Background: an optimization exercise with open tools, aiming at small area and few clock cycles. Do not read the settings as production practice. Where RTL was checked, it was by simulation tests only, not by an equivalence proof against the original. No activity file was given, so power comes from the tool's default toggle rates.

== wip/cedar ==
## dmem
module dmem #(
    parameter int lsq_size = 8
) (
    input  logic                               clock,
    input  logic                               reset,
    input  logic                               except,
    input  logic                               ld_en,
    input  logic [1:0]                         ld_size,
    input  logic [dmem_pkg::rob_w-1:0]         ld_rob_idx,
    input  logic [dmem_pkg::prf_w-1:0]         ld_prf_idx,
    input  logic                               st_en,
    input  logic [1:0]                         st_size,
    input  logic [31:0]                        st_data,
    input  logic [dmem_pkg::rob_w-1:0]         st_rob_idx,
    input  logic                               commit,
    input  logic                               alu_is_valid,
    input  logic [dmem_pkg::rob_w-1:0]         alu_rob_idx,
    input  logic [31:0]                        alu_data,
    input  logic [3:0]                         mem2proc_response,  
    input  logic [63:0]                        mem2proc_data,
    input  logic [3:0]                         mem2proc_tag,
    output logic [$clog2(lsq_size):0]          lsq_num_free,
    output logic                               cdb_valid_out,
    output logic [31:0]                        cdb_data_out,
    output logic [dmem_pkg::prf_w-1:0]         cdb_prf_idx_out,
    output logic [dmem_pkg::rob_w-1:0]         cdb_rob_idx_out,
    output logic [1:0]                         dmem_command,
    output logic [15:0]                        dmem_addr,
    output logic [1:0]                         dmem_size,
    output logic [63:0]                        dmem_data
);
export LEC_CHECK = 0
export ABC_CLOCK_PERIOD_IN_PS = 50000
export CAP_MARGIN = 20
export CORE_MARGIN = 2
export CORE_UTILIZATION = 40
export SLEW_MARGIN = 20
create_clock -name core_clock -period 10.0 [get_ports {clock}]
standard.sh (not shown) runs the stock make flow with config.mk's settings and CLKGATE_MAP_FILE= SYNTH_SCRIPT=/design/flow/synth_recipe.tcl, a recipe that flattens the netlist after the stock synthesis.
==> flow/flow/run.sh <==
#!/bin/bash
# The standard layout, with the smallest buffer on every port instead of the
# resizer's default pick, and a clock tree without dummy loads. Each tool's
# output stays in the logs ORFS writes under orfs/logs/; make's own output
# goes to flow_make.log.
set -euo pipefail
export BUFFER_PORTS_ARGS="-buffer_cell sky130_fd_sc_hd__buf_1"
export CTS_ARGS="-sink_clustering_enable -repair_clock_nets -sink_clustering_size 25 -sink_clustering_max_diameter 100 -dont_use_dummy_load -buf_list sky130_fd_sc_hd__clkbuf_8"
bash standard.sh > flow_make.log 2>&1
wip/cedar did not stop at any stage, and its layout met the timing, design-rule and antenna checks.
Testbench counts of wip/cedar, summed over its fixed seeds: cycles 62,774.
## Diff of input files: wip/maple against wip/cedar
# wip/cedar
export LEC_CHECK = 0
export ABC_CLOCK_PERIOD_IN_PS = 50000
export CAP_MARGIN = 20
export CORE_MARGIN = 2
export CORE_UTILIZATION = 40
export SLEW_MARGIN = 20
create_clock -name core_clock -period 10.0 [get_ports {clock}]
# wip/maple
export LEC_CHECK = 0
export CAP_MARGIN = 0
export CORE_MARGIN = 2
export CORE_UTILIZATION = 40
export CTS_CLUSTER_DIAMETER = 100
export CTS_CLUSTER_SIZE = 25
export SLEW_MARGIN = 0
create_clock -name core_clock -period 10.0 [get_ports {clock}]
==> flow/flow/run.sh <==
#!/bin/bash
# The standard layout, with the smallest buffer on every port instead of the
# resizer's default pick. Each tool's output stays in the logs ORFS writes
# under orfs/logs/; make's own output goes to flow_make.log.
set -euo pipefail
export BUFFER_PORTS_ARGS="-buffer_cell sky130_fd_sc_hd__buf_1"
bash standard.sh > flow_make.log 2>&1
Results
- wip/cedar → wip/maple: clock latency at the later pin of the worst-skew pair fell 20 ps; count of inserted antenna diode cells about even.
- Total power (lower): wip/cedar
- Compared with wip/cedar, in wip/maple worst setup slack now sits lower, pin count of the biggest net entering global routing flat.
- wip/maple vs. wip/cedar: share of post-route cells with drive strength above 1 went up, share of cell area taken by multi-input logic gates went down, sequential share of layout area went down, final area went up.
Edits applied to the flow inputs when going from wip/maple to wip/ember:
# wip/maple
export LEC_CHECK = 0
export CAP_MARGIN = 0
export CORE_MARGIN = 2
export CORE_UTILIZATION = 40
export CTS_CLUSTER_DIAMETER = 100
export CTS_CLUSTER_SIZE = 25
export SLEW_MARGIN = 0
create_clock -name core_clock -period 10.0 [get_ports {clock}]
# wip/ember
export LEC_CHECK = 0
export CAP_MARGIN = 20
export CORE_MARGIN = 2
export CORE_UTILIZATION = 40
export SLEW_MARGIN = 20
create_clock -name core_clock -period 10.0 [get_ports {clock}]
==> flow/flow/run.sh <==
#!/bin/bash
# The standard layout, with the smallest buffer on every port instead of the
# resizer's default pick, and a clock tree without dummy loads. Each tool's
# output stays in the logs ORFS writes under orfs/logs/; make's own output
# goes to flow_make.log.
set -euo pipefail
export BUFFER_PORTS_ARGS="-buffer_cell sky130_fd_sc_hd__buf_1"
export CTS_ARGS="-sink_clustering_enable -repair_clock_nets -sink_clustering_size 25 -sink_clustering_max_diameter 100 -dont_use_dummy_load -buf_list sky130_fd_sc_hd__clkbuf_8"
export RECOVER_POWER=100
bash standard.sh > flow_make.log 2>&1
Results
Having completed the whole flow, wip/maple delivered a layout that passed the timing, design-rule and antenna checks. The layout from wip/ember, despite a flow that completed every stage, fails the layout checks, with the failing checks listed as capacitance limit, slew limit. In the reports for wip/ember and wip/maple, the smaller count of vias placed by the detailed router belongs to wip/ember. Die area of wip/maple is on par with wip/ember. [diff] maximum frequency, wip/ember relative to wip/maple: regression. For the sequential share of power, wip/ember came in 13 points higher than wip/maple did. Post-layout worst setup margin in wip/ember vs wip/maple: down 970 ps. The total power of the final layout reported for wip/ember is smaller than that of wip/maple by 300 uW.
Here is what was changed in the inputs of wip/delta compared with wip/ember.
==> flow/flow/run.sh <==
#!/bin/bash
# The standard layout, with the smallest buffer on every port instead of the
# resizer's default pick, and a clock tree without dummy loads. Each tool's
# output stays in the logs ORFS writes under orfs/logs/; make's own output
# goes to flow_make.log.
set -euo pipefail
export BUFFER_PORTS_ARGS="-buffer_cell sky130_fd_sc_hd__buf_1"
export CTS_ARGS="-sink_clustering_enable -repair_clock_nets -sink_clustering_size 25 -sink_clustering_max_diameter 100 -dont_use_dummy_load"
bash standard.sh > flow_make.log 2>&1
[summary]
wip/delta went all the way through the flow, and no timing, DRC or antenna check failed.
Re first-iteration DRC count: wip/ember was lower than wip/delta.
Per the comparison of wip/delta with wip/ember, layout-stage area growth over the synthesis result has increased; core utilization has increased; global-route wire length before repair has remained practically unchanged.
### wip/delta -> wip/juniper
==> flow/flow/run.sh <==
#!/bin/bash
# The standard layout, with the smallest buffer on every port instead of the
# resizer's default pick, and a clock tree without dummy loads. Each tool's
# output stays in the logs ORFS writes under orfs/logs/; make's own output
# goes to flow_make.log.
set -euo pipefail
export BUFFER_PORTS_ARGS="-buffer_cell sky130_fd_sc_hd__buf_1"
export CTS_ARGS="-sink_clustering_enable -repair_clock_nets -sink_clustering_size 25 -sink_clustering_max_diameter 100 -dont_use_dummy_load -buf_list sky130_fd_sc_hd__clkbuf_8"
bash standard.sh > flow_make.log 2>&1
Findings:
- When wip/juniper is set beside wip/delta, its clock power turns out to be about 32% smaller.
- Changes observed in wip/juniper relative to wip/delta: boundary pin count neither gained nor lost much, met2 track utilization from global routing ~0 delta, share of the cycle needed by the critical path after routing shows a reduction of 0.25 points.
- Looking at wip/juniper and wip/delta, the global-route wire length before repair is a wash.
- Pin count of the biggest net entering global routing came out exactly the same in wip/juniper and wip/delta.
- Compared with wip/delta, wip/juniper shows a higher sequential cell area share.
- Diff wip/delta -> wip/juniper: cell area lost about 2%, total length of routed wires neither gained nor lost much.
- The worst endpoint data arrival time reported for wip/juniper is smaller than that of wip/delta by 20 ps.
Changes in wip/pepper relative to wip/juniper:
==> flow/flow/run.sh <==
#!/bin/bash
# The standard layout, with the smallest buffer on every port instead of the
# resizer's default pick, and a clock tree without dummy loads. Each tool's
# output stays in the logs ORFS writes under orfs/logs/; make's own output
# goes to flow_make.log.
set -euo pipefail
export BUFFER_PORTS_ARGS="-buffer_cell sky130_fd_sc_hd__buf_1"
export CTS_ARGS="-sink_clustering_enable -repair_clock_nets -sink_clustering_size 40 -sink_clustering_max_diameter 100 -dont_use_dummy_load -buf_list sky130_fd_sc_hd__clkbuf_8"
bash standard.sh > flow_make.log 2>&1
[summary]
- Sequential area share after synthesis delta (wip/juniper -> wip/pepper): insignificant
- Number of placed instances with taps included: wip/pepper vs wip/juniper identical
- From wip/juniper to wip/pepper the numbers moved as follows: routed metal-1 wire length now sits at about the same level; max-cap check violation count now sits at about the same level.
- Total power consumption of the routed design came out exactly the same in wip/pepper and wip/juniper.

the previous run:
Another version of the RTL of dmem (not shown whole).
Size: about 1200 cells after synthesis, roughly 250 flip-flops, about 300 I/O pins, ~13000 um2 of cells after synthesis.
Design dmem, start of the top module:
module dmem #(
    parameter int lsq_size = 8
) (
    input  logic                               clock,
    input  logic                               reset,
    input  logic                               except,
    input  logic                               ld_en,
    input  logic [1:0]                         ld_size,
    input  logic [dmem_pkg::rob_w-1:0]         ld_rob_idx,
    input  logic [dmem_pkg::prf_w-1:0]         ld_prf_idx,
    input  logic                               st_en,
    input  logic [1:0]                         st_size,
    input  logic [31:0]                        st_data,
    input  logic [dmem_pkg::rob_w-1:0]         st_rob_idx,
    input  logic                               commit,
    input  logic                               alu_is_valid,
    input  logic [dmem_pkg::rob_w-1:0]         alu_rob_idx,
    input  logic [31:0]                        alu_data,
    input  logic [3:0]                         mem2proc_response,  
    input  logic [63:0]                        mem2proc_data,
    input  logic [3:0]                         mem2proc_tag,
    output logic [$clog2(lsq_size):0]          lsq_num_free,
    output logic                               cdb_valid_out,
    output logic [31:0]                        cdb_data_out,
    output logic [dmem_pkg::prf_w-1:0]         cdb_prf_idx_out,
    output logic [dmem_pkg::rob_w-1:0]         cdb_rob_idx_out,
    output logic [1:0]                         dmem_command,
    output logic [15:0]                        dmem_addr,
    output logic [1:0]                         dmem_size,
    output logic [63:0]                        dmem_data
);
    logic can_take;
    lsq lsq_inst (
        .clock, .reset, .except,
        .ld_en, .ld_size, .ld_rob_idx, .ld_prf_idx,
  ...
export LEC_CHECK = 0
export CAP_MARGIN = 20
export CORE_MARGIN = 2
export CORE_UTILIZATION = 40
export CTS_BUF_LIST = sky130_fd_sc_hd__clkbuf_4
export SLEW_MARGIN = 20
create_clock -name core_clock -period 10.0 [get_ports {clock}]
run.sh (not shown) runs the stock make flow with config.mk's settings and CLKGATE_MAP_FILE= SYNTH_SCRIPT=/design/flow/synth_recipe.tcl, a recipe that flattens the netlist after the stock synthesis.
Stock flow here: none of the scripts above is used.
The previous run went all the way through synthesis, placement and routing and the layout is clean on timing, DRC and antenna.
## Diff of input files: the current run against the previous run
==> flow/flow/run.sh (new file) <==
#!/bin/bash
# The standard layout, with the smallest buffer on every port instead of the
# resizer's default pick. Each tool's output stays in the logs ORFS writes
# under orfs/logs/; make's own output goes to flow_make.log.
set -euo pipefail
export BUFFER_PORTS_ARGS="-buffer_cell sky130_fd_sc_hd__buf_1"
bash standard.sh > flow_make.log 2>&1
==> flow/standard.sh (new file) <==
#!/bin/bash
# synth_recipe.tcl (not shown) runs the flow's synth.tcl, then flattens the netlist and writes it again
# the make line also repeats each setting of config.mk as NAME=value (left out here)
make -C /OpenROAD-flow-scripts/flow DESIGN_CONFIG=/design/flow/config.mk WORK_HOME=/design/flow/orfs CLKGATE_MAP_FILE= SYNTH_SCRIPT=/design/flow/synth_recipe.tcl "${@:-finish}"
removed: flow/run.sh
Results
The previous run → the current run: setup slack went up; worst hold slack did not really move; post-synthesis to final-layout area growth went down. Of the two values seen for launch point of the critical path, mem2proc_tag[0] was produced by the previous run and mem2proc_tag[2] by the current run.
No run of this note included a check of the RTL's function; only the layout flow was run.

## v9
Another version of the RTL of dmem (not shown whole).
Size in the first run: ~250 flip-flops, about 300 I/O pins, ~13000 um2 of cells after synthesis.
// dmem
module dmem #(
    parameter int lsq_size = 8
) (
    input  logic                               clock,
    input  logic                               reset,
    input  logic                               except,
    input  logic                               ld_en,
    input  logic [1:0]                         ld_size,
    input  logic [dmem_pkg::rob_w-1:0]         ld_rob_idx,
    input  logic [dmem_pkg::prf_w-1:0]         ld_prf_idx,
    input  logic                               st_en,
    input  logic [1:0]                         st_size,
    input  logic [31:0]                        st_data,
    input  logic [dmem_pkg::rob_w-1:0]         st_rob_idx,
    input  logic                               commit,
    input  logic                               alu_is_valid,
    input  logic [dmem_pkg::rob_w-1:0]         alu_rob_idx,
    input  logic [31:0]                        alu_data,
    input  logic [3:0]                         mem2proc_response,  
    input  logic [63:0]                        mem2proc_data,
    input  logic [3:0]                         mem2proc_tag,
    output logic [$clog2(lsq_size):0]          lsq_num_free,
    output logic                               cdb_valid_out,
    output logic [31:0]                        cdb_data_out,
    output logic [dmem_pkg::prf_w-1:0]         cdb_prf_idx_out,
    output logic [dmem_pkg::rob_w-1:0]         cdb_rob_idx_out,
    output logic [1:0]                         dmem_command,
    output logic [15:0]                        dmem_addr,
    output logic [1:0]                         dmem_size,
    output logic [63:0]                        dmem_data
);
==> flow/config.mk <==
export PLATFORM = sky130hd
export DESIGN_NAME = dmem
export DESIGN_NICKNAME = dmem
export VERILOG_FILES = /design/flow/design.v
export SDC_FILE = /design/flow/constraint.sdc
export NUM_CORES = 4
export LEC_CHECK = 0
export ABC_AREA = 1
export CAP_MARGIN = 20
export CORE_MARGIN = 2
export CORE_UTILIZATION = 40
export CTS_CLUSTER_DIAMETER = 100
export CTS_CLUSTER_SIZE = 20
export SLEW_MARGIN = 20
==> flow/constraint.sdc <==
create_clock -name core_clock -period 10.0 [get_ports {clock}]
set_input_delay 2.0000 -clock core_clock [delete_from_list [all_inputs] [get_ports {clock}]]
set_output_delay 2.0000 -clock core_clock [all_outputs]
set_load 0.01 [all_outputs]
standard.sh (not shown) runs the stock make flow with config.mk's settings and CLKGATE_MAP_FILE= SYNTH_SCRIPT=/design/flow/synth_recipe.tcl, a recipe that flattens the netlist after the stock synthesis.
==> flow/flow/run.sh <==
#!/bin/bash
# The standard layout, with the smallest buffer on every port instead of the
# resizer's default pick. Each tool's output stays in the logs ORFS writes
# under orfs/logs/; make's own output goes to flow_make.log.
set -euo pipefail
export BUFFER_PORTS_ARGS="-buffer_cell sky130_fd_sc_hd__buf_1"
bash standard.sh > flow_make.log 2>&1
Testbench counts of v9, summed over its fixed seeds: cycles 47,076.
Inputs modified between v9 and v54:
- ABC_AREA no longer set, was 1
==> results.txt <==
Between v54 and v9, it is v54 whose setup slack is lower, by 0.78 ns. sky130_fd_sc_hd__buf_1 as the most common library cell in the layout ignoring fill and taps was reported by v54, and sky130_fd_sc_hd__nand2_1 by v9. Comparing synthesized cell count for v54 and v9, the bigger number came from v9. The final worst-path cycle share of v54 exceeds that of v9 by 7.8 points.
Setup changes, v54 to v42
- a change of SLEW_MARGIN from 20 to 0
- a change of CAP_MARGIN from 20 to 0
Results
v42 went all the way through synthesis, placement and routing and the layout is clean on timing, DRC and antenna. v54 finished end to end and its layout was clean on timing, DRC and antenna. Between v54 and v42, the combinational power does not differ in any meaningful way. The final critical-path share of the clock period was comparable across v54 and v42. [compare] base=v54 new=v42: final-layout setup total negative slack has remained practically unchanged, post-synthesis instance area has remained practically unchanged, minimum clock period has remained practically unchanged. Wire length: v42 vs v54 — no meaningful difference. The fraction of power consumed by the clock network on v42 is in line with that on v54.

## P
dmem, a different RTL version from the one above (not shown whole).
Size in the first run: roughly 250 flip-flops.
Design dmem, start of the top module:
module dmem #(
    parameter int lsq_size = 8
) (
    input  logic                               clock,
    input  logic                               reset,
    input  logic                               except,
    input  logic                               ld_en,
    input  logic [1:0]                         ld_size,
    input  logic [dmem_pkg::rob_w-1:0]         ld_rob_idx,
    input  logic [dmem_pkg::prf_w-1:0]         ld_prf_idx,
    input  logic                               st_en,
    input  logic [1:0]                         st_size,
    input  logic [31:0]                        st_data,
    input  logic [dmem_pkg::rob_w-1:0]         st_rob_idx,
    input  logic                               commit,
    input  logic                               alu_is_valid,
    input  logic [dmem_pkg::rob_w-1:0]         alu_rob_idx,
    input  logic [31:0]                        alu_data,
    input  logic [3:0]                         mem2proc_response,  
    input  logic [63:0]                        mem2proc_data,
    input  logic [3:0]                         mem2proc_tag,
    output logic [$clog2(lsq_size):0]          lsq_num_free,
    output logic                               cdb_valid_out,
    output logic [31:0]                        cdb_data_out,
    output logic [dmem_pkg::prf_w-1:0]         cdb_prf_idx_out,
    output logic [dmem_pkg::rob_w-1:0]         cdb_rob_idx_out,
    output logic [1:0]                         dmem_command,
    output logic [15:0]                        dmem_addr,
    output logic [1:0]                         dmem_size,
    output logic [63:0]                        dmem_data
);
Settings: LEC_CHECK=0, CAP_MARGIN=20, CORE_MARGIN=2, CORE_UTILIZATION=40, SLEW_MARGIN=20; clock period 10.0 ns.
Scripts as last shown in full above: flow/flow/run.sh
Testbench counts of P, summed over its fixed seeds: cycles 48,498.
#### Input delta (Q over P)
==> flow/run.sh (new file) <==
#!/bin/bash
# synth_recipe.tcl (not shown) runs the flow's synth.tcl, then flattens the netlist and writes it again
# the make line also repeats each setting of config.mk as NAME=value (left out here)
make -C /OpenROAD-flow-scripts/flow DESIGN_CONFIG=/design/flow/config.mk WORK_HOME=/design/flow/orfs CLKGATE_MAP_FILE= SYNTH_SCRIPT=/design/flow/synth_recipe.tcl finish
removed: flow/flow/run.sh
removed: flow/standard.sh
### Flow results
Max share of power burned in combinational logic across Q and P: Q. Relative to P, the worst path setup slack after routing of Q is lower by 720 ps. Diff P..Q | clock sink count | unchanged. First-iteration DRC count, Q and P, higher one = P. Count of clock buffers in the final design: higher on P. The total wirelength of the detailed-routed design of Q was inferior to that of P. [compare] base=P new=Q: end-of-flow core utilization saw an increase; count of filler cells inserted in the layout saw a decrease; fraction of final layout cells sized beyond drive strength 1 saw an increase; number of global-route vias before repair saw an increase.
Here is what was changed in the inputs of R compared with Q.
Settings: putting ABC_AREA at 1 where nothing was set.
==> flow/flow/run.sh (new file) <==
#!/bin/bash
# The standard layout, with the smallest buffer on every port instead of the
# resizer's default pick. Each tool's output stays in the logs ORFS writes
# under orfs/logs/; make's own output goes to flow_make.log.
set -euo pipefail
export BUFFER_PORTS_ARGS="-buffer_cell sky130_fd_sc_hd__buf_1"
bash standard.sh > flow_make.log 2>&1
==> flow/standard.sh (new file) <==
#!/bin/bash
# synth_recipe.tcl (not shown) runs the flow's synth.tcl, then flattens the netlist and writes it again
# the make line also repeats each setting of config.mk as NAME=value (left out here)
make -C /OpenROAD-flow-scripts/flow DESIGN_CONFIG=/design/flow/config.mk WORK_HOME=/design/flow/orfs CLKGATE_MAP_FILE= SYNTH_SCRIPT=/design/flow/synth_recipe.tcl "${@:-finish}"
removed: flow/run.sh
--- outcome ---
- Every stage of the flow completed for R, and the final layout passed the timing, design-rule and antenna checks.
- R gives less utilization than Q did.
- Taking Q as 1.0, R lands at 0.935 on number of clock buffer instances in the layout.
- Compared with Q, R shows a lower area overhead of the layout relative to synthesis.
- A slowest stage cell on the critical path of a31o_1 is what Q shows, while inv_1 belongs to R.
- Die area: R vs Q up 10%
- When R is set beside Q, its share of cell area taken by multi-input logic gates turns out to be 4.2 points larger.

-- re-timing with driven ports --
No port has a modelled driver above. Below, the same layouts with a new extraction and two added sets of constraints. Step 1: set_driving_cell puts a clkbuf_16 on clock and a buf_2 on each other input, an assumption about the parent block. Step 2, shift: input delay + t, output delay - t, t = (earliest + latest rising clock arrival at the registers) / 2. This alone moves slack from input paths to output paths. a / b / c = no drivers / after step 1 / after step 2; a / b = the first two.
run | shift t [ns] | slack for setup (ns) | worst setup path at the end | slew at the worst register clock pin (ns) | pins driven straight from the clock port
wip/cedar | 0.472 | 2.823 / 2.787 / 2.787 | input to output | 0.09 / 0.09 | 1
wip/maple | 0.466 | 2.803 / 2.769 / 2.769 | input to output | 0.07 / 0.07 | 1
wip/ember | 0.469 | 1.832 / 1.799 / 1.607 | input to register | 0.09 / 0.09 | 1
wip/delta | 0.449 | 2.798 / 2.762 / 2.762 | input to output | 0.07 / 0.07 | 1
wip/juniper | 0.472 | 2.823 / 2.787 / 2.787 | input to output | 0.09 / 0.09 | 1
wip/pepper | 0.472 | 2.823 / 2.787 / 2.787 | input to output | 0.09 / 0.09 | 1
the previous run | 0.706 | 1.619 / 1.566 / 1.566 | input to output | 0.07 / 0.07 | 1
the current run | 0.735 | 2.577 / 2.489 / 2.489 | input to output | 0.07 / 0.07 | 1
v9 | 0.534 | 2.599 / 2.576 / 2.576 | input to output | 0.09 / 0.09 | 1
v54 | 0.526 | 1.824 / 1.797 / 1.797 | input to output | 0.09 / 0.09 | 1
v42 | 0.526 | 1.824 / 1.797 / 1.797 | input to output | 0.09 / 0.09 | 1
P | 0.558 | 2.351 / 2.297 / 2.297 | input to output | 0.06 / 0.06 | 1
Q | 0.567 | 1.628 / 1.576 / 1.576 | input to output | 0.06 / 0.06 | 1
R | 0.577 | 2.941 / 2.917 / 2.917 | input to output | 0.06 / 0.06 | 1
For wip/ember, which loses most, drivers alone change the setup slack by -0.033 ns; drivers and shift together by -0.225 ns.
